This design comes from an exercise in tuning for small area on the open sky130 flow, not from production work.
In this exercise RTL edits were held to simulation tests only and were not proved equivalent to the original.

==> job 3817: inputs <==
==> flow/design.v <==
module sr_chain_frame_sequencer #(
    parameter int N       = 1000,
    parameter int SETTLE  = 2,
    parameter int TIMEOUT = 4096,
    parameter int DATA_W  = 10
) (
    input  logic                     clk,
    input  logic                     reset,
    input  logic                     start,
    input  logic                     abort,
    input  logic                     in_valid,
    output logic                     in_ready,
    input  logic signed [DATA_W-1:0] in_i,
    input  logic signed [DATA_W-1:0] in_q,
    output logic signed [DATA_W-1:0] out_i,
    output logic signed [DATA_W-1:0] out_q,
    output logic [N:0]               enable,
    output logic                     mlp_en,
    input  logic                     mlp_done,
    output logic                     final_pulse,
    output logic                     busy,
    output logic [15:0]              frame_cnt,
    output logic                     timeout
);
    localparam logic [2:0] ST_IDLE   = 3'b000;
    localparam logic [2:0] ST_DONE   = 3'b001;
    localparam logic [2:0] ST_TOUT   = 3'b010;
    localparam logic [2:0] ST_FILL   = 3'b100;
    localparam logic [2:0] ST_SETTLE = 3'b101;
    localparam logic [2:0] ST_TRIG   = 3'b110;
    localparam logic [2:0] ST_WAIT   = 3'b111;
    logic [2:0]  state;
    logic [9:0]  k;       
    logic [1:0]  kx;      
    logic [11:0] cnt, cnt_inc;
    assign cnt     = {kx, k};
    assign cnt_inc = cnt + 12'd1;
    assign busy        = state[2];
    assign in_ready    = (state == ST_FILL);
    assign mlp_en      = (state == ST_TRIG);
    assign final_pulse = ~state[2] & state[0];
    assign timeout     = ~state[2] & state[1];
    logic fill_last;
    assign fill_last = &{k[9:5], k[2:0]};
    always_ff @(posedge clk or posedge reset) begin
        if (reset) begin
            state     <= ST_IDLE;
            k         <= '0;
            out_i     <= '0;
            out_q     <= '0;
            frame_cnt <= '0;
        end else begin
            if (!state[2]) begin
                if (start && !abort) begin
                    state <= ST_FILL;
                    k     <= '0;
                end else begin
                    state <= ST_IDLE;
                end
            end else if (abort) begin
                state <= ST_IDLE;
                k     <= '0;
            end else begin
                case (state)
                    ST_FILL: begin
                        if (in_valid) begin
                            out_i <= in_i;
                            out_q <= in_q;
                            k     <= cnt_inc[9:0];
                            if (fill_last) state <= ST_SETTLE;
                        end
                    end
                    ST_SETTLE: begin
                        k <= cnt_inc[9:0];
                        if (k[0]) state <= ST_TRIG;
                    end
                    ST_TRIG: begin
                        k     <= '0;
                        state <= ST_WAIT;
                    end
                    default: begin  
                        if (mlp_done) begin
                            state     <= ST_DONE;
                            k         <= 10'(N);
                            frame_cnt <= frame_cnt + 16'd1;
                        end else if (&cnt) begin
                            state <= ST_TOUT;
                            k     <= '0;
                        end else begin
                            k <= cnt_inc[9:0];
                        end
                    end
                endcase
            end
        end
    end
    always_ff @(posedge clk) begin
        if (!state[2]) begin
            kx <= '0;
        end else if (state == ST_TRIG) begin
            kx <= '0;
        end else if (state == ST_WAIT) begin
            kx <= cnt_inc[11:10];
        end
    end
    logic       post;
    logic [9:0] ke;
    assign post = state[2] & (state[1] | state[0]);
    assign ke   = post ? 10'(N) : k;
    logic [31:0] ng, ne, nl;
    always_comb begin
        for (int a = 0; a < 32; a++) begin
            ng[a] = ~(ke[9:5] >  5'(a));
            ne[a] = ~(ke[9:5] == 5'(a));
            nl[a] = ~(ke[4:0] >  5'(a));
        end
    end
    always_comb begin
        enable = '0;
        for (int i = 0; i < N; i++) begin
            enable[i] = ~((ne[i / 32] | nl[i % 32]) & ng[i / 32]);
        end
    end
endmodule
==> flow/flow/run.sh <==
#!/bin/bash
# Standard layout, except that the I/O port buffers are the smallest plain buffer (buf_1)
# instead of the cell buffer_ports picks by default, and pins may use every routing track
# so that the die can be small.
set -euo pipefail
export BUFFER_PORTS_ARGS="-buffer_cell sky130_fd_sc_hd__buf_1"
export PLACE_PINS_ARGS="-min_distance 1 -min_distance_in_tracks"
bash standard.sh > standard.log 2>&1
==> flow/standard.sh <==
#!/bin/bash
# synth_recipe.tcl (not shown) runs the flow's synth.tcl, then flattens the netlist and writes it again
# the make line also repeats each setting of config.mk as NAME=value (left out here)
make -C /OpenROAD-flow-scripts/flow DESIGN_CONFIG=/design/flow/config.mk WORK_HOME=/design/flow/orfs CLKGATE_MAP_FILE= SYNTH_SCRIPT=/design/flow/synth_recipe.tcl "${@:-finish}"
==> flow/config.mk <==
export PLATFORM = sky130hd
export DESIGN_NAME = sr_chain_frame_sequencer
export DESIGN_NICKNAME = sr_chain_frame_sequencer
export VERILOG_FILES = /design/flow/design.v
export SDC_FILE = /design/flow/constraint.sdc
export NUM_CORES = 4
export LEC_CHECK = 0
export ABC_AREA = 1
export CAP_MARGIN = 20
export CORE_AREA = 4 4 186 186
export DIE_AREA = 0 0 190 190
export GPL_TIMING_DRIVEN = 0
export SLEW_MARGIN = 20
==> flow/constraint.sdc <==
create_clock -name core_clock -period 10.0 [get_ports {clk}]
set_input_delay 2.0000 -clock core_clock [delete_from_list [all_inputs] [get_ports {clk}]]
set_output_delay 2.0000 -clock core_clock [all_outputs]
set_load 0.01 [all_outputs]
==> job 9015 (differences from job 3817) <==
Settings changed: ABC_AREA 1 to unset, CORE_AREA 4 4 186 186 to 4 4 236 236, CTS_BUF_LIST set to sky130_fd_sc_hd__clkbuf_2 sky130_fd_sc_hd__clkbuf_4 sky130_fd_sc_hd__clkbuf_8, DIE_AREA 0 0 190 190 to 0 0 240 240, GPL_TIMING_DRIVEN 0 to unset.
==> job 6382 (differences from job 3817) <==
==> flow/design.v, changed modules only <==
module sr_chain_frame_sequencer #(
    parameter int N       = 1000,
    parameter int SETTLE  = 2,
    parameter int TIMEOUT = 4096,
    parameter int DATA_W  = 10
) (
    input  logic                     clk,
    input  logic                     reset,
    input  logic                     start,
    input  logic                     abort,
    input  logic                     in_valid,
    output logic                     in_ready,
    input  logic signed [DATA_W-1:0] in_i,
    input  logic signed [DATA_W-1:0] in_q,
    output logic signed [DATA_W-1:0] out_i,
    output logic signed [DATA_W-1:0] out_q,
    output logic [N:0]               enable,
    output logic                     mlp_en,
    input  logic                     mlp_done,
    output logic                     final_pulse,
    output logic                     busy,
    output logic [15:0]              frame_cnt,
    output logic                     timeout
);
    localparam logic [2:0] ST_IDLE   = 3'b000;
    localparam logic [2:0] ST_DONE   = 3'b001;
    localparam logic [2:0] ST_TOUT   = 3'b010;
    localparam logic [2:0] ST_FILL   = 3'b100;
    localparam logic [2:0] ST_SETTLE = 3'b101;
    localparam logic [2:0] ST_TRIG   = 3'b110;
    localparam logic [2:0] ST_WAIT   = 3'b111;
    logic [2:0]  state;
    logic [9:0]  k;       
    logic [1:0]  kx;      
    logic [11:0] cnt, cnt_next;
    assign cnt = {kx, k};
    assign busy        = state[2];
    assign in_ready    = (state == ST_FILL);
    assign mlp_en      = (state == ST_TRIG);
    assign final_pulse = ~state[2] & state[0];
    assign timeout     = ~state[2] & state[1];
    logic st_fill, st_settle, st_trig, st_wait;
    assign st_fill   = (state == ST_FILL);
    assign st_settle = (state == ST_SETTLE);
    assign st_trig   = (state == ST_TRIG);
    assign st_wait   = (state == ST_WAIT);
    logic go, kill, acc, done, wd_end, fill_last;
    assign go   = ~state[2] & start & ~abort;       
    assign kill = state[2] & abort;                 
    assign acc  = st_fill & in_valid & ~abort;      
    assign done = st_wait & mlp_done & ~abort;      
    assign wd_end = &cnt;                           
    assign fill_last = &{k[9:5], k[2:0]};
    logic cnt_clr, cnt_ld, cnt_inc;
    assign cnt_clr = go | kill | st_trig;
    assign cnt_ld  = done;
    assign cnt_inc = (st_fill & in_valid) | st_settle | st_wait;
    always_comb begin
        cnt_next = cnt + {11'd0, cnt_inc};
        if (cnt_ld) cnt_next = 12'(N);
        if (cnt_clr) cnt_next = '0;
    end
    logic [2:0] state_next;
    always_comb begin
        state_next = state;
        case (state)
            ST_FILL:   if (in_valid && fill_last) state_next = ST_SETTLE;
            ST_SETTLE: if (k[0]) state_next = ST_TRIG;
            ST_TRIG:   state_next = ST_WAIT;
            ST_WAIT: begin
                if (mlp_done)    state_next = ST_DONE;
                else if (wd_end) state_next = ST_TOUT;
            end
            default:   state_next = go ? ST_FILL : ST_IDLE;
        endcase
        if (kill) state_next = ST_IDLE;
    end
    always_ff @(posedge clk or posedge reset) begin
        if (reset) begin
            state     <= ST_IDLE;
            k         <= '0;
            out_i     <= '0;
            out_q     <= '0;
            frame_cnt <= '0;
        end else begin
            state     <= state_next;
            k         <= cnt_next[9:0];
            frame_cnt <= frame_cnt + {15'd0, done};
            if (acc) begin
                out_i <= in_i;
                out_q <= in_q;
            end
        end
    end
    always_ff @(posedge clk) begin
        kx <= cnt_next[11:10];
    end
    logic       post;
    logic [9:0] ke;
    assign post = state[2] & (state[1] | state[0]);
    assign ke   = post ? 10'(N) : k;
    logic [31:0] ng, ne, nl;
    always_comb begin
        for (int a = 0; a < 32; a++) begin
            ng[a] = ~(ke[9:5] >  5'(a));
            ne[a] = ~(ke[9:5] == 5'(a));
            nl[a] = ~(ke[4:0] >  5'(a));
        end
    end
    for (genvar a = 0; a < 31; a++) begin : g_row
        sr_seq_dec_row u_row (
            .ne(ne[a]), .ng(ng[a]), .nl(nl[30:0]), .y(enable[32*a +: 32])
        );
    end
    sr_seq_dec_row8 u_row31 (
        .ne(ne[31]), .ng(ng[31]), .nl(nl[7:0]), .y(enable[999:992])
    );
    assign enable[N] = 1'b0;
endmodule
module sr_seq_dec_row (
    input  logic        ne,
    input  logic        ng,
    input  logic [30:0] nl,
    output logic [31:0] y
);
    assign y[30:0] = ~(({31{ne}} | nl) & {31{ng}});
    assign y[31]   = ~ng;
endmodule
module sr_seq_dec_row8 (
    input  logic       ne,
    input  logic       ng,
    input  logic [7:0] nl,
    output logic [7:0] y
);
    assign y = ~(({8{ne}} | nl) & {8{ng}});
endmodule
==> flow/flow/run.sh (replaced) <==
#!/bin/bash
# Standard layout, except that the I/O port buffers are the smallest plain buffer (buf_1)
# instead of the cell buffer_ports picks by default.
set -euo pipefail
export BUFFER_PORTS_ARGS="-buffer_cell sky130_fd_sc_hd__buf_1"
bash standard.sh > standard.log 2>&1
Settings changed: ABC_AREA 1 to unset, CAP_MARGIN 20 to 5, CORE_AREA 4 4 186 186 to 5 5 305 305, CTS_BUF_LIST set to sky130_fd_sc_hd__clkbuf_2 sky130_fd_sc_hd__clkbuf_4 sky130_fd_sc_hd__clkbuf_8, DIE_AREA 0 0 190 190 to 0 0 310 310, GPL_TIMING_DRIVEN 0 to unset, SLEW_MARGIN 20 to 5, SYNTH_HIERARCHICAL set to 1.
==> results.tsv <==
metric	value	unit
dp_cells	3660	
rows	110	
synth_common_cells	o21ai_0, o21ai_1, buf_2	
placed_area	14400	um2
status	timing/DRC/antenna clean	
grt_max_degree	50	
grt-ovfl-total	0	
place.gp.congestion	0.8239	
synth-xor-area-share	0.02448	
-- figures above: job 6382

==> results.tsv <==
metric	value	unit
status	aborted with a tool error	
stop_stage	5_1_grt	
error	[ERROR GRT-0116] Global routing finished with congestion. Check the congestion regions in the DRC Viewer.	
grt_max_degree	26	
synth-xor-area-share	0.01210	
rows	66	
dp_cells	3538	
synth_common_cells	o21ai_0, nand2_1, clkbuf_1	
-- figures above: job 3817

==> results.tsv <==
metric	value	unit
status	timing/DRC/antenna clean	
rows	84	
grt_max_degree	75	
synth_common_cells	o21ai_0, a21oi_1, clkbuf_1	
placed_area	13830	um2
place.gp.congestion	0.9117	
grt-ovfl-total	0	
dp_cells	3165	
-- figures above: job 9015

## static timing again, ports no longer ideal
Ports are ideal in the flow. The routed layouts listed here were re-timed in OpenROAD. Step 1, drivers: a clkbuf_16 drives clk and a buf_2 each remaining input, both assumed. Step 2 also shifts input and output timing later by t, the mid clock arrival at the registers, as if the neighbouring blocks saw the same clock. Slacks: ideal / step 1 / step 2; pairs: ideal / step 1.
run	shift t [ns]	setup WS [ns]	worst hold slack (ns)	worst register clock-pin slew, ns
job 9015	0.349	3.435 / 3.408 / 3.756	0.481 / 0.481 / 0.481	0.11 / 0.11
job 6382	0.392	3.719 / 3.680 / 4.072	0.476 / 0.476 / 0.476	0.12 / 0.12
After both steps setup and hold are still met in every run listed.
